Context: an optimization exercise on an open-source flow, tuned for small area, a short achievable clock period and few clock cycles per item. The choices shown serve that exercise and are no tape-out recipe. The RTL was checked by simulation tests, not by an equivalence proof against the original design. No activity file was given, so power comes from the tool's default toggle rates.

## flow/run.sh

```bash
#!/bin/bash
# synth_recipe.tcl (not shown) runs the flow's synth.tcl, then flattens the netlist and writes it again
# the make line also repeats each setting of config.mk as NAME=value (left out here)
make -C /OpenROAD-flow-scripts/flow DESIGN_CONFIG=/design/flow/config.mk WORK_HOME=/design/flow/orfs CLKGATE_MAP_FILE= SYNTH_SCRIPT=/design/flow/synth_recipe.tcl finish
```

## flow/config.mk

```make
export PLATFORM = sky130hd
export DESIGN_NAME = wave_gen_top
export DESIGN_NICKNAME = wave_gen_top
export VERILOG_FILES = /design/flow/design.v
export SDC_FILE = /design/flow/constraint.sdc
export NUM_CORES = 4
export LEC_CHECK = 0
export CAP_MARGIN = 30
export CORE_MARGIN = 2
export CORE_UTILIZATION = 30
export SETUP_SLACK_MARGIN = 5
export SLEW_MARGIN = 30
```

## flow/constraint.sdc

```tcl
create_clock -name core_clock -period 9.0 [get_ports {CLOCK}]
set_input_delay 1.8000 -clock core_clock [delete_from_list [all_inputs] [get_ports {CLOCK}]]
set_output_delay 1.8000 -clock core_clock [all_outputs]
set_load 0.01 [all_outputs]
```

## flow/design.v

```verilog
package wave_gen_pkg;
   localparam logic [1:0] WAVE_SINE  = 2'd0;
   localparam logic [1:0] WAVE_PULSE = 2'd1;
   localparam logic [1:0] WAVE_TRI   = 2'd2;
   localparam logic [1:0] WAVE_SAW   = 2'd3;
   typedef enum logic [1:0] {
      ST_IDLE  = 2'd0,
      ST_ISSUE = 2'd1,
      ST_DRAIN = 2'd2,
      ST_DONE  = 2'd3
   } wg_state_t;
   localparam logic [1:0] RST_WAVE = WAVE_SINE;
   localparam int         RST_STEP = 0;
   localparam int         RST_MIN  = 0;
   localparam logic [6:0] RST_DUTY = 7'd50;
   localparam logic [6:0] DUTY_MAX = 7'd100;
endpackage
module sine_lut #(
   parameter int DW = 12
) (
   input  logic [9:0]    phase_i,
   output logic [DW-1:0] u_o
);
   logic [7:0]    idx;
   logic [DW-2:0] e_sel;
   assign idx = phase_i[8] ? ~phase_i[7:0] : phase_i[7:0];
   sine_rom u_rom (
      .idx_i (idx),
      .e_o   (e_sel)
   );
   assign u_o = {~phase_i[9], e_sel ^ {(DW-1){phase_i[9]}}};
endmodule
module sine_rom (
   input  logic [7:0]  idx_i,
   output logic [10:0] e_o
);
   always_comb begin
      case (idx_i)
         8'd0: e_o = 11'd6;
         8'd1: e_o = 11'd19;
         8'd2: e_o = 11'd31;
         8'd3: e_o = 11'd44;
         8'd4: e_o = 11'd57;
         8'd5: e_o = 11'd69;
         8'd6: e_o = 11'd82;
         8'd7: e_o = 11'd94;
         8'd8: e_o = 11'd107;
         8'd9: e_o = 11'd119;
         8'd10: e_o = 11'd132;
         8'd11: e_o = 11'd144;
         8'd12: e_o = 11'd157;
         8'd13: e_o = 11'd169;
         8'd14: e_o = 11'd182;
         8'd15: e_o = 11'd194;
         8'd16: e_o = 11'd207;
         8'd17: e_o = 11'd219;
         8'd18: e_o = 11'd232;
         8'd19: e_o = 11'd244;
         8'd20: e_o = 11'd257;
         8'd21: e_o = 11'd269;
         8'd22: e_o = 11'd282;
         8'd23: e_o = 11'd294;
         8'd24: e_o = 11'd307;
         8'd25: e_o = 11'd319;
         8'd26: e_o = 11'd331;
         8'd27: e_o = 11'd344;
         8'd28: e_o = 11'd356;
         8'd29: e_o = 11'd369;
         8'd30: e_o = 11'd381;
         8'd31: e_o = 11'd393;
         8'd32: e_o = 11'd406;
         8'd33: e_o = 11'd418;
         8'd34: e_o = 11'd430;
         8'd35: e_o = 11'd442;
         8'd36: e_o = 11'd455;
         8'd37: e_o = 11'd467;
         8'd38: e_o = 11'd479;
         8'd39: e_o = 11'd491;
         8'd40: e_o = 11'd503;
         8'd41: e_o = 11'd516;
         8'd42: e_o = 11'd528;
         8'd43: e_o = 11'd540;
         8'd44: e_o = 11'd552;
         8'd45: e_o = 11'd564;
         8'd46: e_o = 11'd576;
         8'd47: e_o = 11'd588;
         8'd48: e_o = 11'd600;
         8'd49: e_o = 11'd612;
         8'd50: e_o = 11'd624;
         8'd51: e_o = 11'd636;
         8'd52: e_o = 11'd648;
         8'd53: e_o = 11'd660;
         8'd54: e_o = 11'd672;
         8'd55: e_o = 11'd684;
         8'd56: e_o = 11'd696;
         8'd57: e_o = 11'd707;
         8'd58: e_o = 11'd719;
         8'd59: e_o = 11'd731;
         8'd60: e_o = 11'd743;
         8'd61: e_o = 11'd754;
         8'd62: e_o = 11'd766;
         8'd63: e_o = 11'd778;
         8'd64: e_o = 11'd789;
         8'd65: e_o = 11'd801;
         8'd66: e_o = 11'd812;
         8'd67: e_o = 11'd824;
         8'd68: e_o = 11'd835;
         8'd69: e_o = 11'd847;
         8'd70: e_o = 11'd858;
         8'd71: e_o = 11'd870;
         8'd72: e_o = 11'd881;
         8'd73: e_o = 11'd892;
         8'd74: e_o = 11'd903;
         8'd75: e_o = 11'd915;
         8'd76: e_o = 11'd926;
         8'd77: e_o = 11'd937;
         8'd78: e_o = 11'd948;
         8'd79: e_o = 11'd959;
         8'd80: e_o = 11'd970;
         8'd81: e_o = 11'd982;
         8'd82: e_o = 11'd993;
         8'd83: e_o = 11'd1003;
         8'd84: e_o = 11'd1014;
         8'd85: e_o = 11'd1025;
         8'd86: e_o = 11'd1036;
         8'd87: e_o = 11'd1047;
         8'd88: e_o = 11'd1058;
         8'd89: e_o = 11'd1068;
         8'd90: e_o = 11'd1079;
         8'd91: e_o = 11'd1090;
         8'd92: e_o = 11'd1100;
         8'd93: e_o = 11'd1111;
         8'd94: e_o = 11'd1122;
         8'd95: e_o = 11'd1132;
         8'd96: e_o = 11'd1142;
         8'd97: e_o = 11'd1153;
         8'd98: e_o = 11'd1163;
         8'd99: e_o = 11'd1174;
         8'd100: e_o = 11'd1184;
         8'd101: e_o = 11'd1194;
         8'd102: e_o = 11'd1204;
         8'd103: e_o = 11'd1214;
         8'd104: e_o = 11'd1224;
         8'd105: e_o = 11'd1234;
         8'd106: e_o = 11'd1244;
         8'd107: e_o = 11'd1254;
         8'd108: e_o = 11'd1264;
         8'd109: e_o = 11'd1274;
         8'd110: e_o = 11'd1284;
         8'd111: e_o = 11'd1294;
         8'd112: e_o = 11'd1303;
         8'd113: e_o = 11'd1313;
         8'd114: e_o = 11'd1323;
         8'd115: e_o = 11'd1332;
         8'd116: e_o = 11'd1342;
         8'd117: e_o = 11'd1351;
         8'd118: e_o = 11'd1361;
         8'd119: e_o = 11'd1370;
         8'd120: e_o = 11'd1379;
         8'd121: e_o = 11'd1389;
         8'd122: e_o = 11'd1398;
         8'd123: e_o = 11'd1407;
         8'd124: e_o = 11'd1416;
         8'd125: e_o = 11'd1425;
         8'd126: e_o = 11'd1434;
         8'd127: e_o = 11'd1443;
         8'd128: e_o = 11'd1452;
         8'd129: e_o = 11'd1461;
         8'd130: e_o = 11'd1469;
         8'd131: e_o = 11'd1478;
         8'd132: e_o = 11'd1487;
         8'd133: e_o = 11'd1495;
         8'd134: e_o = 11'd1504;
         8'd135: e_o = 11'd1513;
         8'd136: e_o = 11'd1521;
         8'd137: e_o = 11'd1529;
         8'd138: e_o = 11'd1538;
         8'd139: e_o = 11'd1546;
         8'd140: e_o = 11'd1554;
         8'd141: e_o = 11'd1562;
         8'd142: e_o = 11'd1570;
         8'd143: e_o = 11'd1578;
         8'd144: e_o = 11'd1586;
         8'd145: e_o = 11'd1594;
         8'd146: e_o = 11'd1602;
         8'd147: e_o = 11'd1610;
         8'd148: e_o = 11'd1618;
         8'd149: e_o = 11'd1625;
         8'd150: e_o = 11'd1633;
         8'd151: e_o = 11'd1640;
         8'd152: e_o = 11'd1648;
         8'd153: e_o = 11'd1655;
         8'd154: e_o = 11'd1663;
         8'd155: e_o = 11'd1670;
         8'd156: e_o = 11'd1677;
         8'd157: e_o = 11'd1684;
         8'd158: e_o = 11'd1691;
         8'd159: e_o = 11'd1699;
         8'd160: e_o = 11'd1705;
         8'd161: e_o = 11'd1712;
         8'd162: e_o = 11'd1719;
         8'd163: e_o = 11'd1726;
         8'd164: e_o = 11'd1733;
         8'd165: e_o = 11'd1739;
         8'd166: e_o = 11'd1746;
         8'd167: e_o = 11'd1753;
         8'd168: e_o = 11'd1759;
         8'd169: e_o = 11'd1765;
         8'd170: e_o = 11'd1772;
         8'd171: e_o = 11'd1778;
         8'd172: e_o = 11'd1784;
         8'd173: e_o = 11'd1790;
         8'd174: e_o = 11'd1796;
         8'd175: e_o = 11'd1802;
         8'd176: e_o = 11'd1808;
         8'd177: e_o = 11'd1814;
         8'd178: e_o = 11'd1820;
         8'd179: e_o = 11'd1826;
         8'd180: e_o = 11'd1831;
         8'd181: e_o = 11'd1837;
         8'd182: e_o = 11'd1842;
         8'd183: e_o = 11'd1848;
         8'd184: e_o = 11'd1853;
         8'd185: e_o = 11'd1858;
         8'd186: e_o = 11'd1864;
         8'd187: e_o = 11'd1869;
         8'd188: e_o = 11'd1874;
         8'd189: e_o = 11'd1879;
         8'd190: e_o = 11'd1884;
         8'd191: e_o = 11'd1889;
         8'd192: e_o = 11'd1894;
         8'd193: e_o = 11'd1898;
         8'd194: e_o = 11'd1903;
         8'd195: e_o = 11'd1908;
         8'd196: e_o = 11'd1912;
         8'd197: e_o = 11'd1917;
         8'd198: e_o = 11'd1921;
         8'd199: e_o = 11'd1925;
         8'd200: e_o = 11'd1929;
         8'd201: e_o = 11'd1934;
         8'd202: e_o = 11'd1938;
         8'd203: e_o = 11'd1942;
         8'd204: e_o = 11'd1946;
         8'd205: e_o = 11'd1950;
         8'd206: e_o = 11'd1953;
         8'd207: e_o = 11'd1957;
         8'd208: e_o = 11'd1961;
         8'd209: e_o = 11'd1964;
         8'd210: e_o = 11'd1968;
         8'd211: e_o = 11'd1971;
         8'd212: e_o = 11'd1975;
         8'd213: e_o = 11'd1978;
         8'd214: e_o = 11'd1981;
         8'd215: e_o = 11'd1984;
         8'd216: e_o = 11'd1987;
         8'd217: e_o = 11'd1990;
         8'd218: e_o = 11'd1993;
         8'd219: e_o = 11'd1996;
         8'd220: e_o = 11'd1999;
         8'd221: e_o = 11'd2001;
         8'd222: e_o = 11'd2004;
         8'd223: e_o = 11'd2006;
         8'd224: e_o = 11'd2009;
         8'd225: e_o = 11'd2011;
         8'd226: e_o = 11'd2014;
         8'd227: e_o = 11'd2016;
         8'd228: e_o = 11'd2018;
         8'd229: e_o = 11'd2020;
         8'd230: e_o = 11'd2022;
         8'd231: e_o = 11'd2024;
         8'd232: e_o = 11'd2026;
         8'd233: e_o = 11'd2028;
         8'd234: e_o = 11'd2029;
         8'd235: e_o = 11'd2031;
         8'd236: e_o = 11'd2032;
         8'd237: e_o = 11'd2034;
         8'd238: e_o = 11'd2035;
         8'd239: e_o = 11'd2037;
         8'd240: e_o = 11'd2038;
         8'd241: e_o = 11'd2039;
         8'd242: e_o = 11'd2040;
         8'd243: e_o = 11'd2041;
         8'd244: e_o = 11'd2042;
         8'd245: e_o = 11'd2043;
         8'd246: e_o = 11'd2044;
         8'd247: e_o = 11'd2044;
         8'd248: e_o = 11'd2045;
         8'd249: e_o = 11'd2045;
         8'd250: e_o = 11'd2046;
         8'd251: e_o = 11'd2046;
         8'd252: e_o = 11'd2047;
         8'd253: e_o = 11'd2047;
         8'd254: e_o = 11'd2047;
         8'd255: e_o = 11'd2047;
         default: e_o = 11'd0;
      endcase
   end
endmodule
module wave_gen_multi #(
   parameter int NCH = 2,
   parameter int DW  = 12,
   parameter int PW  = 24,
   localparam int CHW = (NCH > 1) ? $clog2(NCH) : 1
) (
   input  logic              CLOCK,
   input  logic              RESET,
   input  logic              tick,
   input  logic [NCH-1:0]    enable,
   input  logic              cfg_valid,
   output logic              cfg_ready,
   input  logic [CHW-1:0]    cfg_ch,
   input  logic [1:0]        cfg_wave,
   input  logic [PW-1:0]     cfg_step,
   input  logic [DW-1:0]     cfg_min,
   input  logic [DW-1:0]     cfg_max,
   input  logic [6:0]        cfg_duty,
   output logic              cfg_err,
   output logic [NCH*DW-1:0] sample,
   output logic              sample_valid,
   output logic              overrun
);
   assign cfg_ready = 1'b1;
   logic [PW-1:0]  phase_q    [NCH];
   logic [1:0]     act_wave_q [NCH];
   logic [PW-1:0]  act_step_q [NCH];
   logic [DW-1:0]  act_min_q  [NCH];
   logic [DW-1:0]  act_rng_q  [NCH];
   logic [10:0]    act_thr_q  [NCH];
   logic [1:0]     sh_wave_q  [NCH];
   logic [PW-1:0]  sh_step_q  [NCH];
   logic [DW-1:0]  sh_min_q   [NCH];
   logic [DW-1:0]  sh_rng_q   [NCH];
   logic [10:0]    sh_thr_q   [NCH];
   logic [NCH-1:0] sh_set_q;
   logic          cfg_acc;
   logic          cfg_bad;
   logic          cfg_wr;
   logic [DW-1:0] cfg_rng;
   logic [10:0]   cfg_thr;
   assign cfg_acc  = cfg_valid && cfg_ready;
   assign cfg_rng  = cfg_max - cfg_min;
   assign cfg_bad  = (cfg_min > cfg_max) || (cfg_duty > wave_gen_pkg::DUTY_MAX) ||
                     (int'(cfg_ch) >= NCH);
   assign cfg_wr   = cfg_acc && !cfg_bad;
   function automatic logic [10:0] duty_thr(input int d);
      duty_thr = 11'((d * 1024 + 99) / 100);
   endfunction
   logic [10:0] thr_rom [128];
   for (genvar g = 0; g < 128; g++) begin : g_thr
      localparam logic [10:0] THR = duty_thr(g);
      assign thr_rom[g] = THR;
   end
   assign cfg_thr = thr_rom[cfg_duty];
   logic tick_acc;
   assign tick_acc = tick && cfg_ready;
   logic [DW-1:0]  u_d    [NCH];
   logic [PW:0]    sum_w  [NCH];
   for (genvar c = 0; c < NCH; c++) begin : g_lane
      logic [PW-1:0] p;
      logic [DW-1:0] tri_t;
      logic          pulse_hi;
      logic [DW-1:0] lut_u;
      assign p     = phase_q[c];
      assign tri_t = p[PW-2 -: DW];
      assign sum_w[c] = {1'b0, p} + {1'b0, act_step_q[c]};
      sine_lut #(.DW(DW)) u_sine_lut (
         .phase_i (p[PW-1 -: 10]),
         .u_o     (lut_u)
      );
      always_comb begin
         pulse_hi = 11'(p[PW-1 -: 10]) < act_thr_q[c];
         case (act_wave_q[c])
            wave_gen_pkg::WAVE_SAW:   u_d[c] = p[PW-1 -: DW];
            wave_gen_pkg::WAVE_TRI:   u_d[c] = p[PW-1] ? ~tri_t : tri_t;
            wave_gen_pkg::WAVE_PULSE: u_d[c] = pulse_hi ? '1 : '0;
            default:                  u_d[c] = lut_u;
         endcase
         if (!enable[c]) begin
            u_d[c] = '0;
         end
      end
   end
   logic [DW-1:0]  s1_u_q   [NCH];
   logic [DW-1:0]  s1_min_q [NCH];
   logic [DW-1:0]  s1_rng_q [NCH];
   logic           s1_valid_q;
   logic           s2_valid_q;
   always_ff @(posedge CLOCK) begin
      for (int c = 0; c < NCH; c++) begin
         s1_u_q[c]   <= u_d[c];
         s1_min_q[c] <= act_min_q[c];
         s1_rng_q[c] <= act_rng_q[c];
      end
   end
   logic [2*DW-1:0] s2_s_q   [NCH];
   logic [2*DW-1:0] s2_c_q   [NCH];
   for (genvar c = 0; c < NCH; c++) begin : g_mul
      logic [2*DW-1:0] ms;
      logic [2*DW-1:0] mc;
      csa_mul u_mul (
         .a (s1_rng_q[c]),
         .b (s1_u_q[c]),
         .m (s1_min_q[c]),
         .s (ms),
         .c (mc)
      );
      always_ff @(posedge CLOCK) begin
         s2_s_q[c]   <= ms;
         s2_c_q[c]   <= mc;
      end
   end
   logic [NCH*DW-1:0] sample_q;
   always_ff @(posedge CLOCK) begin
      for (int c = 0; c < NCH; c++) begin
         sample_q[c*DW +: DW] <= DW'((s2_s_q[c] + s2_c_q[c]) >> DW);
      end
   end
   always_ff @(posedge CLOCK) begin
      for (int c = 0; c < NCH; c++) begin
         if (cfg_wr && (cfg_ch == CHW'(c))) begin
            sh_wave_q[c] <= cfg_wave;
            sh_step_q[c] <= cfg_step;
            sh_min_q[c]  <= cfg_min;
            sh_rng_q[c]  <= cfg_rng;
            sh_thr_q[c]  <= cfg_thr;
         end
      end
   end
   logic sample_valid_q;
   logic cfg_err_q;
   logic overrun_q;
   always_ff @(posedge CLOCK or posedge RESET) begin
      if (RESET) begin
         for (int c = 0; c < NCH; c++) begin
            phase_q[c]    <= '0;
            act_wave_q[c] <= wave_gen_pkg::RST_WAVE;
            act_step_q[c] <= PW'(wave_gen_pkg::RST_STEP);
            act_min_q[c]  <= DW'(wave_gen_pkg::RST_MIN);
            act_rng_q[c]  <= '1;
            act_thr_q[c]  <= duty_thr(int'(wave_gen_pkg::RST_DUTY));
         end
         sh_set_q       <= '0;
         s1_valid_q     <= 1'b0;
         s2_valid_q     <= 1'b0;
         sample_valid_q <= 1'b0;
         cfg_err_q      <= 1'b0;
         overrun_q      <= 1'b0;
      end else begin
         for (int c = 0; c < NCH; c++) begin
            if (tick_acc) begin
               if (enable[c]) begin
                  phase_q[c] <= sum_w[c][PW-1:0];
                  if (sum_w[c][PW] && sh_set_q[c]) begin
                     act_wave_q[c] <= sh_wave_q[c];
                     act_step_q[c] <= sh_step_q[c];
                     act_min_q[c]  <= sh_min_q[c];
                     act_rng_q[c]  <= sh_rng_q[c];
                     act_thr_q[c]  <= sh_thr_q[c];
                  end
               end else begin
                  phase_q[c] <= '0;
               end
            end
            if (cfg_wr && (cfg_ch == CHW'(c))) begin
               sh_set_q[c] <= 1'b1;
               if (!enable[c]) begin
                  act_wave_q[c] <= cfg_wave;
                  act_step_q[c] <= cfg_step;
                  act_min_q[c]  <= cfg_min;
                  act_rng_q[c]  <= cfg_rng;
                  act_thr_q[c]  <= cfg_thr;
               end
            end
         end
         s1_valid_q     <= tick_acc;
         s2_valid_q     <= s1_valid_q;
         sample_valid_q <= s2_valid_q;
         cfg_err_q      <= cfg_acc && cfg_bad;
         if (tick && !cfg_ready) begin
            overrun_q <= 1'b1;
         end
      end
   end
   assign sample       = sample_q;
   assign sample_valid = sample_valid_q;
   assign cfg_err      = cfg_err_q;
   assign overrun      = overrun_q;
endmodule
module csa_mul (
   input  logic [11:0] a,
   input  logic [11:0] b,
   input  logic [11:0] m,
   output logic [23:0] s,
   output logic [23:0] c
);
   logic pp1;
   logic pp2;
   logic pp3;
   logic pp4;
   logic pp5;
   logic pp6;
   logic pp7;
   logic pp8;
   logic pp9;
   logic pp10;
   logic pp11;
   logic pp12;
   logic pp13;
   logic pp14;
   logic pp15;
   logic pp16;
   logic pp17;
   logic pp18;
   logic pp19;
   logic pp20;
   logic pp21;
   logic pp22;
   logic pp23;
   logic pp24;
   logic pp25;
   logic pp26;
   logic pp27;
   logic pp28;
   logic pp29;
   logic pp30;
   logic pp31;
   logic pp32;
   logic pp33;
   logic pp34;
   logic pp35;
   logic pp36;
   logic pp37;
   logic pp38;
   logic pp39;
   logic pp40;
   logic pp41;
   logic pp42;
   logic pp43;
   logic pp44;
   logic pp45;
   logic pp46;
   logic pp47;
   logic pp48;
   logic pp49;
   logic pp50;
   logic pp51;
   logic pp52;
   logic pp53;
   logic pp54;
   logic pp55;
   logic pp56;
   logic pp57;
   logic pp58;
   logic pp59;
   logic pp60;
   logic pp61;
   logic pp62;
   logic pp63;
   logic pp64;
   logic pp65;
   logic pp66;
   logic pp67;
   logic pp68;
   logic pp69;
   logic pp70;
   logic pp71;
   logic pp72;
   logic pp73;
   logic pp74;
   logic pp75;
   logic pp76;
   logic pp77;
   logic pp78;
   logic pp79;
   logic pp80;
   logic pp81;
   logic pp82;
   logic pp83;
   logic pp84;
   logic pp85;
   logic pp86;
   logic pp87;
   logic pp88;
   logic pp89;
   logic pp90;
   logic pp91;
   logic pp92;
   logic pp93;
   logic pp94;
   logic pp95;
   logic pp96;
   logic pp97;
   logic pp98;
   logic pp99;
   logic pp100;
   logic pp101;
   logic pp102;
   logic pp103;
   logic pp104;
   logic pp105;
   logic pp106;
   logic pp107;
   logic pp108;
   logic pp109;
   logic pp110;
   logic pp111;
   logic pp112;
   logic pp113;
   logic pp114;
   logic pp115;
   logic pp116;
   logic pp117;
   logic pp118;
   logic pp119;
   logic pp120;
   logic pp121;
   logic pp122;
   logic pp123;
   logic pp124;
   logic pp125;
   logic pp126;
   logic pp127;
   logic pp128;
   logic pp129;
   logic pp130;
   logic pp131;
   logic pp132;
   logic pp133;
   logic pp134;
   logic pp135;
   logic pp136;
   logic pp137;
   logic pp138;
   logic pp139;
   logic pp140;
   logic pp141;
   logic pp142;
   logic pp143;
   logic pp144;
   logic s145;
   logic c146;
   logic s147;
   logic c148;
   logic s149;
   logic c150;
   logic s151;
   logic c152;
   logic s153;
   logic c154;
   logic s155;
   logic c156;
   logic s157;
   logic c158;
   logic s159;
   logic c160;
   logic s161;
   logic c162;
   logic s163;
   logic c164;
   logic s165;
   logic c166;
   logic s167;
   logic c168;
   logic s169;
   logic c170;
   logic s171;
   logic c172;
   logic s173;
   logic c174;
   logic s175;
   logic c176;
   logic s177;
   logic c178;
   logic s179;
   logic c180;
   logic s181;
   logic c182;
   logic s183;
   logic c184;
   logic s185;
   logic c186;
   logic s187;
   logic c188;
   logic s189;
   logic c190;
   logic s191;
   logic c192;
   logic s193;
   logic c194;
   logic s195;
   logic c196;
   logic s197;
   logic c198;
   logic s199;
   logic c200;
   logic s201;
   logic c202;
   logic s203;
   logic c204;
   logic s205;
   logic c206;
   logic s207;
   logic c208;
   logic s209;
   logic c210;
   logic s211;
   logic c212;
   logic s213;
   logic c214;
   logic s215;
   logic c216;
   logic s217;
   logic c218;
   logic s219;
   logic c220;
   logic s221;
   logic c222;
   logic s223;
   logic c224;
   logic s225;
   logic c226;
   logic s227;
   logic c228;
   logic s229;
   logic c230;
   logic s231;
   logic c232;
   logic s233;
   logic c234;
   logic s235;
   logic c236;
   logic s237;
   logic c238;
   logic s239;
   logic c240;
   logic s241;
   logic c242;
   logic s243;
   logic c244;
   logic s245;
   logic c246;
   logic s247;
   logic c248;
   logic s249;
   logic c250;
   logic s251;
   logic c252;
   logic s253;
   logic c254;
   logic s255;
   logic c256;
   logic s257;
   logic c258;
   logic s259;
   logic c260;
   logic s261;
   logic c262;
   logic s263;
   logic c264;
   logic s265;
   logic c266;
   logic s267;
   logic c268;
   logic s269;
   logic c270;
   logic s271;
   logic c272;
   logic s273;
   logic c274;
   logic s275;
   logic c276;
   logic s277;
   logic c278;
   logic s279;
   logic c280;
   logic s281;
   logic c282;
   logic s283;
   logic c284;
   logic s285;
   logic c286;
   logic s287;
   logic c288;
   logic s289;
   logic c290;
   logic s291;
   logic c292;
   logic s293;
   logic c294;
   logic s295;
   logic c296;
   logic s297;
   logic c298;
   logic s299;
   logic c300;
   logic s301;
   logic c302;
   logic s303;
   logic c304;
   logic s305;
   logic c306;
   logic s307;
   logic c308;
   logic s309;
   logic c310;
   logic s311;
   logic c312;
   logic s313;
   logic c314;
   logic s315;
   logic c316;
   logic s317;
   logic c318;
   logic s319;
   logic c320;
   logic s321;
   logic c322;
   logic s323;
   logic c324;
   logic s325;
   logic c326;
   logic s327;
   logic c328;
   logic s329;
   logic c330;
   logic s331;
   logic c332;
   logic s333;
   logic c334;
   logic s335;
   logic c336;
   logic s337;
   logic c338;
   logic s339;
   logic c340;
   logic s341;
   logic c342;
   logic s343;
   logic c344;
   logic s345;
   logic c346;
   logic s347;
   logic c348;
   logic s349;
   logic c350;
   logic s351;
   logic c352;
   logic s353;
   logic c354;
   logic s355;
   logic c356;
   logic s357;
   logic c358;
   logic s359;
   logic c360;
   logic s361;
   logic c362;
   logic s363;
   logic c364;
   logic s365;
   logic c366;
   logic s367;
   logic c368;
   logic s369;
   logic c370;
   logic s371;
   logic c372;
   logic s373;
   logic c374;
   logic s375;
   logic c376;
   logic s377;
   logic c378;
   logic s379;
   logic c380;
   logic s381;
   logic c382;
   logic s383;
   logic c384;
   logic s385;
   logic c386;
   logic s387;
   logic c388;
   logic s389;
   logic c390;
   logic s391;
   logic c392;
   logic s393;
   logic c394;
   logic s395;
   logic c396;
   logic s397;
   logic c398;
   logic s399;
   logic c400;
   logic s401;
   logic c402;
   logic s403;
   logic c404;
   logic s405;
   logic c406;
   logic s407;
   logic c408;
   assign pp1 = a[0] & b[0];
   assign pp2 = a[0] & b[1];
   assign pp3 = a[0] & b[2];
   assign pp4 = a[0] & b[3];
   assign pp5 = a[0] & b[4];
   assign pp6 = a[0] & b[5];
   assign pp7 = a[0] & b[6];
   assign pp8 = a[0] & b[7];
   assign pp9 = a[0] & b[8];
   assign pp10 = a[0] & b[9];
   assign pp11 = a[0] & b[10];
   assign pp12 = a[0] & b[11];
   assign pp13 = a[1] & b[0];
   assign pp14 = a[1] & b[1];
   assign pp15 = a[1] & b[2];
   assign pp16 = a[1] & b[3];
   assign pp17 = a[1] & b[4];
   assign pp18 = a[1] & b[5];
   assign pp19 = a[1] & b[6];
   assign pp20 = a[1] & b[7];
   assign pp21 = a[1] & b[8];
   assign pp22 = a[1] & b[9];
   assign pp23 = a[1] & b[10];
   assign pp24 = a[1] & b[11];
   assign pp25 = a[2] & b[0];
   assign pp26 = a[2] & b[1];
   assign pp27 = a[2] & b[2];
   assign pp28 = a[2] & b[3];
   assign pp29 = a[2] & b[4];
   assign pp30 = a[2] & b[5];
   assign pp31 = a[2] & b[6];
   assign pp32 = a[2] & b[7];
   assign pp33 = a[2] & b[8];
   assign pp34 = a[2] & b[9];
   assign pp35 = a[2] & b[10];
   assign pp36 = a[2] & b[11];
   assign pp37 = a[3] & b[0];
   assign pp38 = a[3] & b[1];
   assign pp39 = a[3] & b[2];
   assign pp40 = a[3] & b[3];
   assign pp41 = a[3] & b[4];
   assign pp42 = a[3] & b[5];
   assign pp43 = a[3] & b[6];
   assign pp44 = a[3] & b[7];
   assign pp45 = a[3] & b[8];
   assign pp46 = a[3] & b[9];
   assign pp47 = a[3] & b[10];
   assign pp48 = a[3] & b[11];
   assign pp49 = a[4] & b[0];
   assign pp50 = a[4] & b[1];
   assign pp51 = a[4] & b[2];
   assign pp52 = a[4] & b[3];
   assign pp53 = a[4] & b[4];
   assign pp54 = a[4] & b[5];
   assign pp55 = a[4] & b[6];
   assign pp56 = a[4] & b[7];
   assign pp57 = a[4] & b[8];
   assign pp58 = a[4] & b[9];
   assign pp59 = a[4] & b[10];
   assign pp60 = a[4] & b[11];
   assign pp61 = a[5] & b[0];
   assign pp62 = a[5] & b[1];
   assign pp63 = a[5] & b[2];
   assign pp64 = a[5] & b[3];
   assign pp65 = a[5] & b[4];
   assign pp66 = a[5] & b[5];
   assign pp67 = a[5] & b[6];
   assign pp68 = a[5] & b[7];
   assign pp69 = a[5] & b[8];
   assign pp70 = a[5] & b[9];
   assign pp71 = a[5] & b[10];
   assign pp72 = a[5] & b[11];
   assign pp73 = a[6] & b[0];
   assign pp74 = a[6] & b[1];
   assign pp75 = a[6] & b[2];
   assign pp76 = a[6] & b[3];
   assign pp77 = a[6] & b[4];
   assign pp78 = a[6] & b[5];
   assign pp79 = a[6] & b[6];
   assign pp80 = a[6] & b[7];
   assign pp81 = a[6] & b[8];
   assign pp82 = a[6] & b[9];
   assign pp83 = a[6] & b[10];
   assign pp84 = a[6] & b[11];
   assign pp85 = a[7] & b[0];
   assign pp86 = a[7] & b[1];
   assign pp87 = a[7] & b[2];
   assign pp88 = a[7] & b[3];
   assign pp89 = a[7] & b[4];
   assign pp90 = a[7] & b[5];
   assign pp91 = a[7] & b[6];
   assign pp92 = a[7] & b[7];
   assign pp93 = a[7] & b[8];
   assign pp94 = a[7] & b[9];
   assign pp95 = a[7] & b[10];
   assign pp96 = a[7] & b[11];
   assign pp97 = a[8] & b[0];
   assign pp98 = a[8] & b[1];
   assign pp99 = a[8] & b[2];
   assign pp100 = a[8] & b[3];
   assign pp101 = a[8] & b[4];
   assign pp102 = a[8] & b[5];
   assign pp103 = a[8] & b[6];
   assign pp104 = a[8] & b[7];
   assign pp105 = a[8] & b[8];
   assign pp106 = a[8] & b[9];
   assign pp107 = a[8] & b[10];
   assign pp108 = a[8] & b[11];
   assign pp109 = a[9] & b[0];
   assign pp110 = a[9] & b[1];
   assign pp111 = a[9] & b[2];
   assign pp112 = a[9] & b[3];
   assign pp113 = a[9] & b[4];
   assign pp114 = a[9] & b[5];
   assign pp115 = a[9] & b[6];
   assign pp116 = a[9] & b[7];
   assign pp117 = a[9] & b[8];
   assign pp118 = a[9] & b[9];
   assign pp119 = a[9] & b[10];
   assign pp120 = a[9] & b[11];
   assign pp121 = a[10] & b[0];
   assign pp122 = a[10] & b[1];
   assign pp123 = a[10] & b[2];
   assign pp124 = a[10] & b[3];
   assign pp125 = a[10] & b[4];
   assign pp126 = a[10] & b[5];
   assign pp127 = a[10] & b[6];
   assign pp128 = a[10] & b[7];
   assign pp129 = a[10] & b[8];
   assign pp130 = a[10] & b[9];
   assign pp131 = a[10] & b[10];
   assign pp132 = a[10] & b[11];
   assign pp133 = a[11] & b[0];
   assign pp134 = a[11] & b[1];
   assign pp135 = a[11] & b[2];
   assign pp136 = a[11] & b[3];
   assign pp137 = a[11] & b[4];
   assign pp138 = a[11] & b[5];
   assign pp139 = a[11] & b[6];
   assign pp140 = a[11] & b[7];
   assign pp141 = a[11] & b[8];
   assign pp142 = a[11] & b[9];
   assign pp143 = a[11] & b[10];
   assign pp144 = a[11] & b[11];
   assign s145 = pp9 ^ pp20;
   assign c146 = pp9 & pp20;
   assign s147 = pp10 ^ pp21 ^ pp32;
   assign c148 = (pp10 & pp21) | (pp10 & pp32) | (pp21 & pp32);
   assign s149 = pp43 ^ pp54;
   assign c150 = pp43 & pp54;
   assign s151 = pp11 ^ pp22 ^ pp33;
   assign c152 = (pp11 & pp22) | (pp11 & pp33) | (pp22 & pp33);
   assign s153 = pp44 ^ pp55 ^ pp66;
   assign c154 = (pp44 & pp55) | (pp44 & pp66) | (pp55 & pp66);
   assign s155 = pp77 ^ pp88;
   assign c156 = pp77 & pp88;
   assign s157 = pp12 ^ pp23 ^ pp34;
   assign c158 = (pp12 & pp23) | (pp12 & pp34) | (pp23 & pp34);
   assign s159 = pp45 ^ pp56 ^ pp67;
   assign c160 = (pp45 & pp56) | (pp45 & pp67) | (pp56 & pp67);
   assign s161 = pp78 ^ pp89 ^ pp100;
   assign c162 = (pp78 & pp89) | (pp78 & pp100) | (pp89 & pp100);
   assign s163 = pp111 ^ pp122;
   assign c164 = pp111 & pp122;
   assign s165 = pp24 ^ pp35 ^ pp46;
   assign c166 = (pp24 & pp35) | (pp24 & pp46) | (pp35 & pp46);
   assign s167 = pp57 ^ pp68 ^ pp79;
   assign c168 = (pp57 & pp68) | (pp57 & pp79) | (pp68 & pp79);
   assign s169 = pp90 ^ pp101 ^ pp112;
   assign c170 = (pp90 & pp101) | (pp90 & pp112) | (pp101 & pp112);
   assign s171 = pp123 ^ pp134;
   assign c172 = pp123 & pp134;
   assign s173 = pp36 ^ pp47 ^ pp58;
   assign c174 = (pp36 & pp47) | (pp36 & pp58) | (pp47 & pp58);
   assign s175 = pp69 ^ pp80 ^ pp91;
   assign c176 = (pp69 & pp80) | (pp69 & pp91) | (pp80 & pp91);
   assign s177 = pp102 ^ pp113 ^ pp124;
   assign c178 = (pp102 & pp113) | (pp102 & pp124) | (pp113 & pp124);
   assign s179 = pp48 ^ pp59 ^ pp70;
   assign c180 = (pp48 & pp59) | (pp48 & pp70) | (pp59 & pp70);
   assign s181 = pp81 ^ pp92 ^ pp103;
   assign c182 = (pp81 & pp92) | (pp81 & pp103) | (pp92 & pp103);
   assign s183 = pp60 ^ pp71 ^ pp82;
   assign c184 = (pp60 & pp71) | (pp60 & pp82) | (pp71 & pp82);
   assign s185 = pp6 ^ pp17;
   assign c186 = pp6 & pp17;
   assign s187 = pp7 ^ pp18 ^ pp29;
   assign c188 = (pp7 & pp18) | (pp7 & pp29) | (pp18 & pp29);
   assign s189 = pp40 ^ pp51;
   assign c190 = pp40 & pp51;
   assign s191 = pp8 ^ pp19 ^ pp30;
   assign c192 = (pp8 & pp19) | (pp8 & pp30) | (pp19 & pp30);
   assign s193 = pp41 ^ pp52 ^ pp63;
   assign c194 = (pp41 & pp52) | (pp41 & pp63) | (pp52 & pp63);
   assign s195 = pp74 ^ pp85;
   assign c196 = pp74 & pp85;
   assign s197 = s145 ^ pp31 ^ pp42;
   assign c198 = (s145 & pp31) | (s145 & pp42) | (pp31 & pp42);
   assign s199 = pp53 ^ pp64 ^ pp75;
   assign c200 = (pp53 & pp64) | (pp53 & pp75) | (pp64 & pp75);
   assign s201 = pp86 ^ pp97 ^ b[8];
   assign c202 = (pp86 & pp97) | (pp86 & b[8]) | (pp97 & b[8]);
   assign s203 = s147 ^ s149 ^ pp65;
   assign c204 = (s147 & s149) | (s147 & pp65) | (s149 & pp65);
   assign s205 = pp76 ^ pp87 ^ pp98;
   assign c206 = (pp76 & pp87) | (pp76 & pp98) | (pp87 & pp98);
   assign s207 = pp109 ^ b[9] ^ c146;
   assign c208 = (pp109 & b[9]) | (pp109 & c146) | (b[9] & c146);
   assign s209 = s151 ^ s153 ^ s155;
   assign c210 = (s151 & s153) | (s151 & s155) | (s153 & s155);
   assign s211 = pp99 ^ pp110 ^ pp121;
   assign c212 = (pp99 & pp110) | (pp99 & pp121) | (pp110 & pp121);
   assign s213 = b[10] ^ c148 ^ c150;
   assign c214 = (b[10] & c148) | (b[10] & c150) | (c148 & c150);
   assign s215 = s157 ^ s159 ^ s161;
   assign c216 = (s157 & s159) | (s157 & s161) | (s159 & s161);
   assign s217 = s163 ^ pp133 ^ b[11];
   assign c218 = (s163 & pp133) | (s163 & b[11]) | (pp133 & b[11]);
   assign s219 = c152 ^ c154 ^ c156;
   assign c220 = (c152 & c154) | (c152 & c156) | (c154 & c156);
   assign s221 = s165 ^ s167 ^ s169;
   assign c222 = (s165 & s167) | (s165 & s169) | (s167 & s169);
   assign s223 = s171 ^ m[0] ^ c158;
   assign c224 = (s171 & m[0]) | (s171 & c158) | (m[0] & c158);
   assign s225 = c160 ^ c162 ^ c164;
   assign c226 = (c160 & c162) | (c160 & c164) | (c162 & c164);
   assign s227 = s173 ^ s175 ^ s177;
   assign c228 = (s173 & s175) | (s173 & s177) | (s175 & s177);
   assign s229 = pp135 ^ m[1] ^ c166;
   assign c230 = (pp135 & m[1]) | (pp135 & c166) | (m[1] & c166);
   assign s231 = c168 ^ c170 ^ c172;
   assign c232 = (c168 & c170) | (c168 & c172) | (c170 & c172);
   assign s233 = s179 ^ s181 ^ pp114;
   assign c234 = (s179 & s181) | (s179 & pp114) | (s181 & pp114);
   assign s235 = pp125 ^ pp136 ^ m[2];
   assign c236 = (pp125 & pp136) | (pp125 & m[2]) | (pp136 & m[2]);
   assign s237 = c174 ^ c176 ^ c178;
   assign c238 = (c174 & c176) | (c174 & c178) | (c176 & c178);
   assign s239 = s183 ^ pp93 ^ pp104;
   assign c240 = (s183 & pp93) | (s183 & pp104) | (pp93 & pp104);
   assign s241 = pp115 ^ pp126 ^ pp137;
   assign c242 = (pp115 & pp126) | (pp115 & pp137) | (pp126 & pp137);
   assign s243 = m[3] ^ c180 ^ c182;
   assign c244 = (m[3] & c180) | (m[3] & c182) | (c180 & c182);
   assign s245 = pp72 ^ pp83 ^ pp94;
   assign c246 = (pp72 & pp83) | (pp72 & pp94) | (pp83 & pp94);
   assign s247 = pp105 ^ pp116 ^ pp127;
   assign c248 = (pp105 & pp116) | (pp105 & pp127) | (pp116 & pp127);
   assign s249 = pp138 ^ m[4] ^ c184;
   assign c250 = (pp138 & m[4]) | (pp138 & c184) | (m[4] & c184);
   assign s251 = pp84 ^ pp95 ^ pp106;
   assign c252 = (pp84 & pp95) | (pp84 & pp106) | (pp95 & pp106);
   assign s253 = pp117 ^ pp128 ^ pp139;
   assign c254 = (pp117 & pp128) | (pp117 & pp139) | (pp128 & pp139);
   assign s255 = pp96 ^ pp107 ^ pp118;
   assign c256 = (pp96 & pp107) | (pp96 & pp118) | (pp107 & pp118);
   assign s257 = pp4 ^ pp15;
   assign c258 = pp4 & pp15;
   assign s259 = pp5 ^ pp16 ^ pp27;
   assign c260 = (pp5 & pp16) | (pp5 & pp27) | (pp16 & pp27);
   assign s261 = pp38 ^ pp49;
   assign c262 = pp38 & pp49;
   assign s263 = s185 ^ pp28 ^ pp39;
   assign c264 = (s185 & pp28) | (s185 & pp39) | (pp28 & pp39);
   assign s265 = pp50 ^ pp61 ^ b[5];
   assign c266 = (pp50 & pp61) | (pp50 & b[5]) | (pp61 & b[5]);
   assign s267 = s187 ^ s189 ^ pp62;
   assign c268 = (s187 & s189) | (s187 & pp62) | (s189 & pp62);
   assign s269 = pp73 ^ b[6] ^ c186;
   assign c270 = (pp73 & b[6]) | (pp73 & c186) | (b[6] & c186);
   assign s271 = s191 ^ s193 ^ s195;
   assign c272 = (s191 & s193) | (s191 & s195) | (s193 & s195);
   assign s273 = b[7] ^ c188 ^ c190;
   assign c274 = (b[7] & c188) | (b[7] & c190) | (c188 & c190);
   assign s275 = s197 ^ s199 ^ s201;
   assign c276 = (s197 & s199) | (s197 & s201) | (s199 & s201);
   assign s277 = c192 ^ c194 ^ c196;
   assign c278 = (c192 & c194) | (c192 & c196) | (c194 & c196);
   assign s279 = s203 ^ s205 ^ s207;
   assign c280 = (s203 & s205) | (s203 & s207) | (s205 & s207);
   assign s281 = c198 ^ c200 ^ c202;
   assign c282 = (c198 & c200) | (c198 & c202) | (c200 & c202);
   assign s283 = s209 ^ s211 ^ s213;
   assign c284 = (s209 & s211) | (s209 & s213) | (s211 & s213);
   assign s285 = c204 ^ c206 ^ c208;
   assign c286 = (c204 & c206) | (c204 & c208) | (c206 & c208);
   assign s287 = s215 ^ s217 ^ s219;
   assign c288 = (s215 & s217) | (s215 & s219) | (s217 & s219);
   assign s289 = c210 ^ c212 ^ c214;
   assign c290 = (c210 & c212) | (c210 & c214) | (c212 & c214);
   assign s291 = s221 ^ s223 ^ s225;
   assign c292 = (s221 & s223) | (s221 & s225) | (s223 & s225);
   assign s293 = c216 ^ c218 ^ c220;
   assign c294 = (c216 & c218) | (c216 & c220) | (c218 & c220);
   assign s295 = s227 ^ s229 ^ s231;
   assign c296 = (s227 & s229) | (s227 & s231) | (s229 & s231);
   assign s297 = c222 ^ c224 ^ c226;
   assign c298 = (c222 & c224) | (c222 & c226) | (c224 & c226);
   assign s299 = s233 ^ s235 ^ s237;
   assign c300 = (s233 & s235) | (s233 & s237) | (s235 & s237);
   assign s301 = c228 ^ c230 ^ c232;
   assign c302 = (c228 & c230) | (c228 & c232) | (c230 & c232);
   assign s303 = s239 ^ s241 ^ s243;
   assign c304 = (s239 & s241) | (s239 & s243) | (s241 & s243);
   assign s305 = c234 ^ c236 ^ c238;
   assign c306 = (c234 & c236) | (c234 & c238) | (c236 & c238);
   assign s307 = s245 ^ s247 ^ s249;
   assign c308 = (s245 & s247) | (s245 & s249) | (s247 & s249);
   assign s309 = c240 ^ c242 ^ c244;
   assign c310 = (c240 & c242) | (c240 & c244) | (c242 & c244);
   assign s311 = s251 ^ s253 ^ m[5];
   assign c312 = (s251 & s253) | (s251 & m[5]) | (s253 & m[5]);
   assign s313 = c246 ^ c248 ^ c250;
   assign c314 = (c246 & c248) | (c246 & c250) | (c248 & c250);
   assign s315 = s255 ^ pp129 ^ pp140;
   assign c316 = (s255 & pp129) | (s255 & pp140) | (pp129 & pp140);
   assign s317 = m[6] ^ c252 ^ c254;
   assign c318 = (m[6] & c252) | (m[6] & c254) | (c252 & c254);
   assign s319 = pp108 ^ pp119 ^ pp130;
   assign c320 = (pp108 & pp119) | (pp108 & pp130) | (pp119 & pp130);
   assign s321 = pp141 ^ m[7] ^ c256;
   assign c322 = (pp141 & m[7]) | (pp141 & c256) | (m[7] & c256);
   assign s323 = pp120 ^ pp131 ^ pp142;
   assign c324 = (pp120 & pp131) | (pp120 & pp142) | (pp131 & pp142);
   assign s325 = pp3 ^ pp14;
   assign c326 = pp3 & pp14;
   assign s327 = s257 ^ pp26 ^ pp37;
   assign c328 = (s257 & pp26) | (s257 & pp37) | (pp26 & pp37);
   assign s329 = s259 ^ s261 ^ b[4];
   assign c330 = (s259 & s261) | (s259 & b[4]) | (s261 & b[4]);
   assign s331 = s263 ^ s265 ^ c260;
   assign c332 = (s263 & s265) | (s263 & c260) | (s265 & c260);
   assign s333 = s267 ^ s269 ^ c264;
   assign c334 = (s267 & s269) | (s267 & c264) | (s269 & c264);
   assign s335 = s271 ^ s273 ^ c268;
   assign c336 = (s271 & s273) | (s271 & c268) | (s273 & c268);
   assign s337 = s275 ^ s277 ^ c272;
   assign c338 = (s275 & s277) | (s275 & c272) | (s277 & c272);
   assign s339 = s279 ^ s281 ^ c276;
   assign c340 = (s279 & s281) | (s279 & c276) | (s281 & c276);
   assign s341 = s283 ^ s285 ^ c280;
   assign c342 = (s283 & s285) | (s283 & c280) | (s285 & c280);
   assign s343 = s287 ^ s289 ^ c284;
   assign c344 = (s287 & s289) | (s287 & c284) | (s289 & c284);
   assign s345 = s291 ^ s293 ^ c288;
   assign c346 = (s291 & s293) | (s291 & c288) | (s293 & c288);
   assign s347 = s295 ^ s297 ^ c292;
   assign c348 = (s295 & s297) | (s295 & c292) | (s297 & c292);
   assign s349 = s299 ^ s301 ^ c296;
   assign c350 = (s299 & s301) | (s299 & c296) | (s301 & c296);
   assign s351 = s303 ^ s305 ^ c300;
   assign c352 = (s303 & s305) | (s303 & c300) | (s305 & c300);
   assign s353 = s307 ^ s309 ^ c304;
   assign c354 = (s307 & s309) | (s307 & c304) | (s309 & c304);
   assign s355 = s311 ^ s313 ^ c308;
   assign c356 = (s311 & s313) | (s311 & c308) | (s313 & c308);
   assign s357 = s315 ^ s317 ^ c312;
   assign c358 = (s315 & s317) | (s315 & c312) | (s317 & c312);
   assign s359 = s319 ^ s321 ^ c316;
   assign c360 = (s319 & s321) | (s319 & c316) | (s321 & c316);
   assign s361 = s323 ^ m[8] ^ c320;
   assign c362 = (s323 & m[8]) | (s323 & c320) | (m[8] & c320);
   assign s363 = pp132 ^ pp143 ^ m[9];
   assign c364 = (pp132 & pp143) | (pp132 & m[9]) | (pp143 & m[9]);
   assign s365 = pp2 ^ pp13;
   assign c366 = pp2 & pp13;
   assign s367 = s325 ^ pp25 ^ b[2];
   assign c368 = (s325 & pp25) | (s325 & b[2]) | (pp25 & b[2]);
   assign s369 = s327 ^ b[3] ^ c326;
   assign c370 = (s327 & b[3]) | (s327 & c326) | (b[3] & c326);
   assign s371 = s329 ^ c258 ^ c328;
   assign c372 = (s329 & c258) | (s329 & c328) | (c258 & c328);
   assign s373 = s331 ^ c262 ^ c330;
   assign c374 = (s331 & c262) | (s331 & c330) | (c262 & c330);
   assign s375 = s333 ^ c266 ^ c332;
   assign c376 = (s333 & c266) | (s333 & c332) | (c266 & c332);
   assign s377 = s335 ^ c270 ^ c334;
   assign c378 = (s335 & c270) | (s335 & c334) | (c270 & c334);
   assign s379 = s337 ^ c274 ^ c336;
   assign c380 = (s337 & c274) | (s337 & c336) | (c274 & c336);
   assign s381 = s339 ^ c278 ^ c338;
   assign c382 = (s339 & c278) | (s339 & c338) | (c278 & c338);
   assign s383 = s341 ^ c282 ^ c340;
   assign c384 = (s341 & c282) | (s341 & c340) | (c282 & c340);
   assign s385 = s343 ^ c286 ^ c342;
   assign c386 = (s343 & c286) | (s343 & c342) | (c286 & c342);
   assign s387 = s345 ^ c290 ^ c344;
   assign c388 = (s345 & c290) | (s345 & c344) | (c290 & c344);
   assign s389 = s347 ^ c294 ^ c346;
   assign c390 = (s347 & c294) | (s347 & c346) | (c294 & c346);
   assign s391 = s349 ^ c298 ^ c348;
   assign c392 = (s349 & c298) | (s349 & c348) | (c298 & c348);
   assign s393 = s351 ^ c302 ^ c350;
   assign c394 = (s351 & c302) | (s351 & c350) | (c302 & c350);
   assign s395 = s353 ^ c306 ^ c352;
   assign c396 = (s353 & c306) | (s353 & c352) | (c306 & c352);
   assign s397 = s355 ^ c310 ^ c354;
   assign c398 = (s355 & c310) | (s355 & c354) | (c310 & c354);
   assign s399 = s357 ^ c314 ^ c356;
   assign c400 = (s357 & c314) | (s357 & c356) | (c314 & c356);
   assign s401 = s359 ^ c318 ^ c358;
   assign c402 = (s359 & c318) | (s359 & c358) | (c318 & c358);
   assign s403 = s361 ^ c322 ^ c360;
   assign c404 = (s361 & c322) | (s361 & c360) | (c322 & c360);
   assign s405 = s363 ^ c324 ^ c362;
   assign c406 = (s363 & c324) | (s363 & c362) | (c324 & c362);
   assign s407 = pp144 ^ m[10] ^ c364;
   assign c408 = (pp144 & m[10]) | (pp144 & c364) | (m[10] & c364);
   assign s[0] = pp1;
   assign c[0] = b[0];
   assign s[1] = s365;
   assign c[1] = b[1];
   assign s[2] = s367;
   assign c[2] = c366;
   assign s[3] = s369;
   assign c[3] = c368;
   assign s[4] = s371;
   assign c[4] = c370;
   assign s[5] = s373;
   assign c[5] = c372;
   assign s[6] = s375;
   assign c[6] = c374;
   assign s[7] = s377;
   assign c[7] = c376;
   assign s[8] = s379;
   assign c[8] = c378;
   assign s[9] = s381;
   assign c[9] = c380;
   assign s[10] = s383;
   assign c[10] = c382;
   assign s[11] = s385;
   assign c[11] = c384;
   assign s[12] = s387;
   assign c[12] = c386;
   assign s[13] = s389;
   assign c[13] = c388;
   assign s[14] = s391;
   assign c[14] = c390;
   assign s[15] = s393;
   assign c[15] = c392;
   assign s[16] = s395;
   assign c[16] = c394;
   assign s[17] = s397;
   assign c[17] = c396;
   assign s[18] = s399;
   assign c[18] = c398;
   assign s[19] = s401;
   assign c[19] = c400;
   assign s[20] = s403;
   assign c[20] = c402;
   assign s[21] = s405;
   assign c[21] = c404;
   assign s[22] = s407;
   assign c[22] = c406;
   assign s[23] = m[11];
   assign c[23] = c408;
endmodule
module wave_gen_top (
   input  logic         CLOCK,
   input  logic         RESET,
   input  logic         tick,
   input  logic [5:0]   enable,
   input  logic         cfg_valid,
   output logic         cfg_ready,
   input  logic [2:0]   cfg_ch,
   input  logic [1:0]   cfg_wave,
   input  logic [23:0]  cfg_step,
   input  logic [11:0]  cfg_min,
   input  logic [11:0]  cfg_max,
   input  logic [6:0]   cfg_duty,
   output logic         cfg_err,
   output logic [71:0]  sample,
   output logic         sample_valid,
   output logic         overrun
);
   wave_gen_multi #(.NCH(6), .DW(12), .PW(24)) u_gen (
      .CLOCK        (CLOCK),
      .RESET        (RESET),
      .tick         (tick),
      .enable       (enable),
      .cfg_valid    (cfg_valid),
      .cfg_ready    (cfg_ready),
      .cfg_ch       (cfg_ch),
      .cfg_wave     (cfg_wave),
      .cfg_step     (cfg_step),
      .cfg_min      (cfg_min),
      .cfg_max      (cfg_max),
      .cfg_duty     (cfg_duty),
      .cfg_err      (cfg_err),
      .sample       (sample),
      .sample_valid (sample_valid),
      .overrun      (overrun)
   );
endmodule
```

==> results.toml, run 1 <==
[setup_path]
critPathCaptureType = "register"
critPathSlowestCell = "dlygate4sd2_1"
cp.required_ns = 9.69
path_class = "input pin to register"
crit_arrival_ns = 4.90
path_cells = "dlygate4sd2_1 -> inv_2 -> ha_4 -> nand2_1 -> o21ai_2 -> a41oi_4 -> buf_12 -> buf_4 -> a2111oi_4 -> buf_4 -> or2_4 -> o221ai_4 -> buf_12 -> buf_6 -> buf_12 -> a221o_1"
critPathMaxFanout = 8
r2r_slack_ns = 5.10
crit_path_max_incr_delay_ns = 0.38
cp-start-kind = "input pin"
cpMostUsedCell = "buf_12"

[drt]
routed_wl_um = 348000
avgRoutedWirePerCell_um = 21.8
viasPerCell = 5.47
drt_iter0_markers = 10300
routed-via-count = 87200
dr.pass1.iters = 7
drc = 0
ant_nets = 0

[timing]
setup_tns_ns = 0
finalSetupViolations = 0
fin_crit_ns = 4.20
worst_pin_slew_ns = 1.03
slew_headroom_pct = 31.2
drv_slew = 0
period_share_pct = 46.7
rsz0062_at_grt = "true"
whs_ns = 0.311
max_freq_ghz = 0.238
timing.final.hold_violations = 0
clock_skew_ns = 0.0684

[cts]
postCtsHoldBufs = 0
cts_tree = "yes"
htreeDepth = 4
clockRootBuffer = "clkbuf_16"
cts_buffers = 162
clkSinkCount = 1462
cts.path.max_buffers = 4
clock_latency_ns = 0.85
clk_pin_slew_worst_paths_ns = 0.06

[synth]
synth_edf_count = 366
synth_largest_area_cell = "fa_1"
synthMuxAreaShare_pct = 2.62
synth_top_family_by_area = "adder cells"
synth_seq_cells = 1462
synth_nets = 12600
synth_fa_ha_area_share_pct = 19.8
yosysWarnings = 40
synth_cell_types = 104
netlist_area_um2 = 105000
yosysTopAreaCellShare_pct = 13.9
synthTopCellsByArea = "fa_1 14%, dfxtp_1 11%, dfrtp_1 11%, edfxtp_1 10%, ha_1 5.9%"
synth_xor_area_share_pct = 3.21
ys.flop_type = "dfxtp_1"
synthTopCellsByCount = "1183 x nand2_1, 1070 x inv_1, 727 x fa_1"
ys_seq_area_share_pct = 33.9
synth-compound-area-share_pct = 19.7
yosys.area_share.simple_pct = 13.5
synth.avg_cell_area_um2 = 9.26
synth-async-reset-ratio_pct = 35.6
synthesis.instances = 11300
yosysMostFrequentCell = "nand2_1"

[place]
gpl.final_weighted_congestion = 0.954
hpwl_um = 230000
port_buffers = 143

[layout]
drive_above_1_share_pct = 8.97
fin_util_pct = 34.3
syn_to_final_growth_pct = 14.0
fin_nets = 12500

[floorplan]
die_h_um = 596
core_um2 = 349000
io_pins = 146
die-area_um2 = 355000
num_rows = 217
die_w_um = 596
initial_utilization_pct = 30.1

[run_status]
status = "finished clean"

[global_routing]
grt_pass1_vias = 84800
grt.total_usage_pct = 19.0
overflow = 0
grt_max_degree = 148
grt_antenna_before_repair = 33
grt_pass1_wl_um = 530000

[hold_path]
hp-class = "register to register"

[job]
cap_violations = 0

[power]
p_leak_uw = 0.0497
power_density_nw_per_um2 = 401
max-vdd-ir-drop_mv = 0.480
-- cell usage in the layout (no fill, tap or decap), types with 215 or more instances in the layout --
cell type,count
edfxtp_1,366
mux2i_1,244
nand2_1,1173
ha_1,452
inv_1,1052
nor2_1,656
dfrtp_1,435
fa_1,726
and2_1,466
a21oi_1,693
dfxtp_1,573
buf_4,215
o21ai_0,582
-- cell families after synthesis --
family          Yosys count
xor+xnor                368
flops                  1462
fa+ha+maj              1225
mux                     259
other cells               2
simple gates           3068
compound gates         3049
buf+inv                1915
-- layout make-up --
cell class | instances | area [µm²]
inverters | 1098 | 4220
repair buffers | 487 | 5570
fillers | 35300 | 229000
multi-input cells | 7981 | 63300
flip-flops and latches | 1462 | 35600
repair inverters | 1 | 5.00
clock buffers | 212 | 4450
clock inverters | 78 | 813
diodes | 16 | 40.0
well taps | 4599 | 5750
-- registers in the layout, indices dropped and copies added (netlist names) --
signal,cells
u_gen.s2_valid_q,1
u_gen.s1_valid_q,1
u_gen.s1_min_q,72
u_gen.act_rng_q,72
u_gen.phase_q,144
u_gen.act_min_q,72
u_gen.cfg_err_q,1
u_gen.sample_valid_q,1
u_gen.sh_rng_q,72
u_gen.act_step_q,144
u_gen.s2_c_q,144
u_gen.sh_step_q,144
u_gen.sh_set_q,6
u_gen.sh_wave_q,12
u_gen.s1_u_q,72
u_gen.s2_s_q,144
u_gen.sh_min_q,72
u_gen.sample_q,72
u_gen.act_wave_q,12
u_gen.act_thr_q,66
u_gen.s1_rng_q,72
u_gen.sh_thr_q,66
-- stage by stage --
step                      setup WS (ns)  power [µW]  area (µm²)  instances
after floorplan                   0.199       30900      105000      11300
after global placement             1.97       39700      111000      15500
after detailed placement           1.96       39800      111000      15500
final                              4.80       48000      120000      15900
after global routing               4.73       52000      120000      15900
after CTS                          4.84       47300      118000      15900
-- worst max-delay path: cells and delay by family --
kind / cells / cell delay (ns)
adder cells (fa/ha/maj): 1 / 0.34
AO/OA/AOI/OAI: 5 / 1.04
AND/OR/NAND/NOR: 2 / 0.21
buffers and inverters: 8 / 1.47
-- power by group --
part / internal [µW] / total [µW] / switching (µW)
registers: 8800 / 11100 / 2270
logic: 11600 / 30200 / 18600
clock network: 3850 / 6740 / 2890
-- worst paths after layout --
| check | start | cells after the start | to |
|---|---|---|---|
| worst max-delay path | cfg_min[5] | 16 | u_gen.act_step_q[4][4] |
| worst min-delay path | u_gen.s1_min_q[2][11] | 0 | u_gen.s2_s_q[2][23] |
| worst max register to register | u_gen.phase_q[3][22] | 13 | u_gen.s1_u_q[3][0] |
| worst min register to register | u_gen.s1_min_q[2][11] | 0 | u_gen.s2_s_q[2][23] |
| max in group asynchronous | RESET | 4 | u_gen.act_wave_q[4][0] |
| min in group asynchronous | RESET | 2 | u_gen.phase_q[2][22] |
-- layer usage --
metal	vias up	global-route usage, %	part of all wire (%)
met5	-	0	0.0086
met4	6	8.12	4.5
met3	751	2.88	7.7
met2	3965	30.2	46
met1	43000	25.5	42
li1	39400	-	-
-- what timing repair did --
item,CTS,global route
pin swaps,121,46
gates cloned,35,17
buffers inserted,48,44
endpoints found under the setup margin,881,490
resized for setup,309,157
Testbench counts, summed over its fixed seeds: cycles 6,742, items 5,628.
==> run 2: changes to the inputs <==
--- a/flow/config.mk
+++ b/flow/config.mk
@@ -7,6 +7,6 @@
 export LEC_CHECK = 0
-export CAP_MARGIN = 30
+export CAP_MARGIN = 20
 export CORE_MARGIN = 2
-export CORE_UTILIZATION = 30
+export CORE_UTILIZATION = 40
 export SETUP_SLACK_MARGIN = 5
-export SLEW_MARGIN = 30
+export SLEW_MARGIN = 20
==> results.toml, run 2 <==
[run_status]
status = "finished clean"

[timing]
fin_crit_ns = 4.17
finalSetupViolations = 0
setup_tns_ns = 0
rsz0062_at_grt = "true"
period_share_pct = 46.3
clock_skew_ns = 0.0591
timing.final.hold_violations = 0
drv_slew = 0
max_freq_ghz = 0.240
worst_pin_slew_ns = 1.21
whs_ns = 0.328
slew_headroom_pct = 18.5

[synth]
ys.flop_type = "dfxtp_1"
synthTopCellsByCount = "1183 x nand2_1, 1070 x inv_1, 727 x fa_1"
synth_edf_count = 366
synth_seq_cells = 1462
synth-async-reset-ratio_pct = 35.6
synthesis.instances = 11300
synthTopCellsByArea = "fa_1 14%, dfxtp_1 11%, dfrtp_1 11%, edfxtp_1 10%, ha_1 5.9%"
yosysMostFrequentCell = "nand2_1"
yosysTopAreaCellShare_pct = 13.9
synth_largest_area_cell = "fa_1"
synth_nets = 12600
synth.avg_cell_area_um2 = 9.26
yosysWarnings = 40
synth_cell_types = 104
netlist_area_um2 = 105000
ys_seq_area_share_pct = 33.9

[floorplan]
core_um2 = 262000
die-area_um2 = 267000
die_w_um = 516
num_rows = 188
initial_utilization_pct = 40.1
die_h_um = 516
io_pins = 146

[setup_path]
r2r_end = "u_gen.s1_u_q[2][0]"
r2r_cells = 11
critPathCaptureType = "register"
path_class = "input pin to register"
cp.required_ns = 9.74
critPathMaxFanout = 5
r2r_slack_ns = 5.07
crit_arrival_ns = 4.91
cp-start-kind = "input pin"
reg2reg_from = "u_gen.phase_q[2][22]"

[drt]
drt_iter0_markers = 10200
ant_nets = 0
drc = 0
routed_wl_um = 365000
avgRoutedWirePerCell_um = 24.5
routed-via-count = 89200
viasPerCell = 5.99
dr.pass1.iters = 8

[hold_path]
hp-class = "register to register"
holdPathStages = 0
hold_path.startpoint = "u_gen.s1_min_q[5][11]"
holdPathEnd = "u_gen.s2_s_q[5][23]"

[cts]
cts.path.max_buffers = 3
clkSinkCount = 1462
clock_latency_ns = 0.85
cts_buffers = 158
clk_pin_slew_worst_paths_ns = 0.07
postCtsHoldBufs = 0
htreeDepth = 4
cts_tree = "yes"
clockRootBuffer = "clkbuf_16"

[global_routing]
grt_pass1_vias = 87700
grt.total_usage_pct = 26.5
grt_pass1_wl_um = 549000
grt_antenna_before_repair = 41
grt_max_degree = 160
overflow = 0

[place]
hpwl_um = 243000
gpl.final_weighted_congestion = 0.969
port_buffers = 143

[power]
power_density_nw_per_um2 = 412
p_leak_uw = 0.0500
max-vdd-ir-drop_mv = 0.507

[layout]
drive_above_1_share_pct = 9.45
fin_nets = 12500
final_common_cell = "nand2_1"
final_cell_mix = "1174 x nand2_1, 1049 x inv_1, 726 x fa_1"
multi_input_area_um2 = 63600
syn_to_final_growth_pct = 13.5
fill_cells = 24500
seqCellArea_um2 = 35700

[job]
cap_violations = 0
==> run 2: cell counts after synthesis <==
No cell type changed its count.
==> run 2: what timing repair did <==
item,in CTS,in global routing
setup buffers,85,37
resized for setup,370,181
gates cloned,38,13
pin swaps,110,79
endpoints found under the hold margin,0,0
setup endpoints to repair,858,664
==> run 2: final cells by class <==
class                      count  share of cell area, %
multi-input combinational   7988                   53.3
clock buffer                 217                   3.83
tap                         3515                   3.69
antenna                       27                 0.0566
sequential                  1462                   29.9
inverter                    1098                   3.54
clock inverter                81                  0.850
timing repair buffer         505                   4.79
==> run 2: cell families after synthesis <==
group	after synthesis	synth area share [%]
adder cells (fa/ha/maj)	1225	19.8
flip-flops	1462	33.9
AO/OA/AOI/OAI	3049	19.7
other	2	0.00715
XOR/XNOR	368	3.21
buffers and inverters	1915	7.23
multiplexers	259	2.62
AND/OR/NAND/NOR	3068	13.5
==> run 2: critical path, stage by stage <==
cell,delay (ns)
buf_6,0.08
buf_12,0.12
clkinvlp_4,0.13
ha_4,0.29
a21o_1,0.11
a21o_1,0.14
a21oi_2,0.07
o21ai_2,0.18
a41oi_4,0.21
buf_12,0.20
a211oi_4,0.31
buf_12,0.17
buf_12,0.11
buf_12,0.11
nor2_4,0.05
buf_6,0.15
a222oi_1,0.32
inv_1,0.07
a221o_1,0.27
==> run 2: worst max-delay path by stage <==
stage / end / startpoint / slack, ns
floorplan: u_gen.act_min_q[0][0] / RESET / 0.20
global placement: u_gen.act_step_q[4][2] / cfg_min[2] / 2.54
detailed placement: u_gen.act_thr_q[4][8] / cfg_min[2] / 2.39
CTS: u_gen.act_thr_q[1][1] / cfg_max[0] / 4.84
global route: u_gen.act_step_q[1][15] / cfg_max[0] / 4.75
finish: u_gen.act_step_q[1][23] / cfg_min[2] / 4.83
==> run 2: metal layers <==
metal  share of wire, %  GRT usage [%]  vias up  routed length (µm)
li1                   -              -    39500                   -
met1                 41           35.3    44700              150000
met2                 46           41.8     4153              168000
met3                7.9           4.65      827               28800
met4                4.9           12.4        6               17900
met5              0.011              0        -                  41
==> run 2: power breakdown <==
| part | leakage [µW] | switching (µW) | total, µW | internal [µW] |
|---|---|---|---|---|
| Clock | 0.00272 | 2860 | 6890 | 4030 |
| Sequential | 0.0144 | 2420 | 11200 | 8800 |
| Combinational | 0.0329 | 19200 | 31000 | 11900 |
==> run 2: stage by stage <==
step / util [%] / total power (µW) / area (µm²) / setup slack, ns / instances
6_report: 45.6 / 49200 / 119000 / 4.83 / 14900
5_1_grt: 45.6 / 52900 / 119000 / 4.75 / 14900
4_1_cts: 45.1 / 48400 / 118000 / 4.84 / 14800
3_5_place_dp: 41.9 / 40500 / 110000 / 2.39 / 14400
3_3_place_gp: 41.9 / 40100 / 110000 / 2.54 / 14400
2_1_floorplan: - / 30900 / 105000 / 0.199 / 11300

what the ideal ports hide:
Ports are ideal in the flow. The routed layouts listed here were re-timed in OpenROAD.
Step 1 sets driving cells, clkbuf_16 on the clock port and buf_2 on the other inputs (assumed; they add their load-dependent delay and slew).
Step 2 times the ports against the registers' clock, not the clock port: input delays grow and output delays shrink by t, the midpoint of the rising clock arrivals with the driver on.
Slacks: ideal ports / drivers / drivers and shift; pairs: ideal ports / drivers.
run	shift t [ns]	slack for setup (ns)	hold slack, ns	worst setup path at the end	cell pins on the clock port's net
run 1	0.927	4.795 / 4.864 / 3.937	0.311 / 0.311 / 0.311	input to register	1
run 2	0.905	4.833 / 4.641 / 3.735	0.328 / 0.328 / 0.328	input to register	1
After both steps setup and hold are still met in every run listed. The setup slack of run 2, which loses most, moves by -0.192 ns with the drivers and by -1.098 ns with both steps.
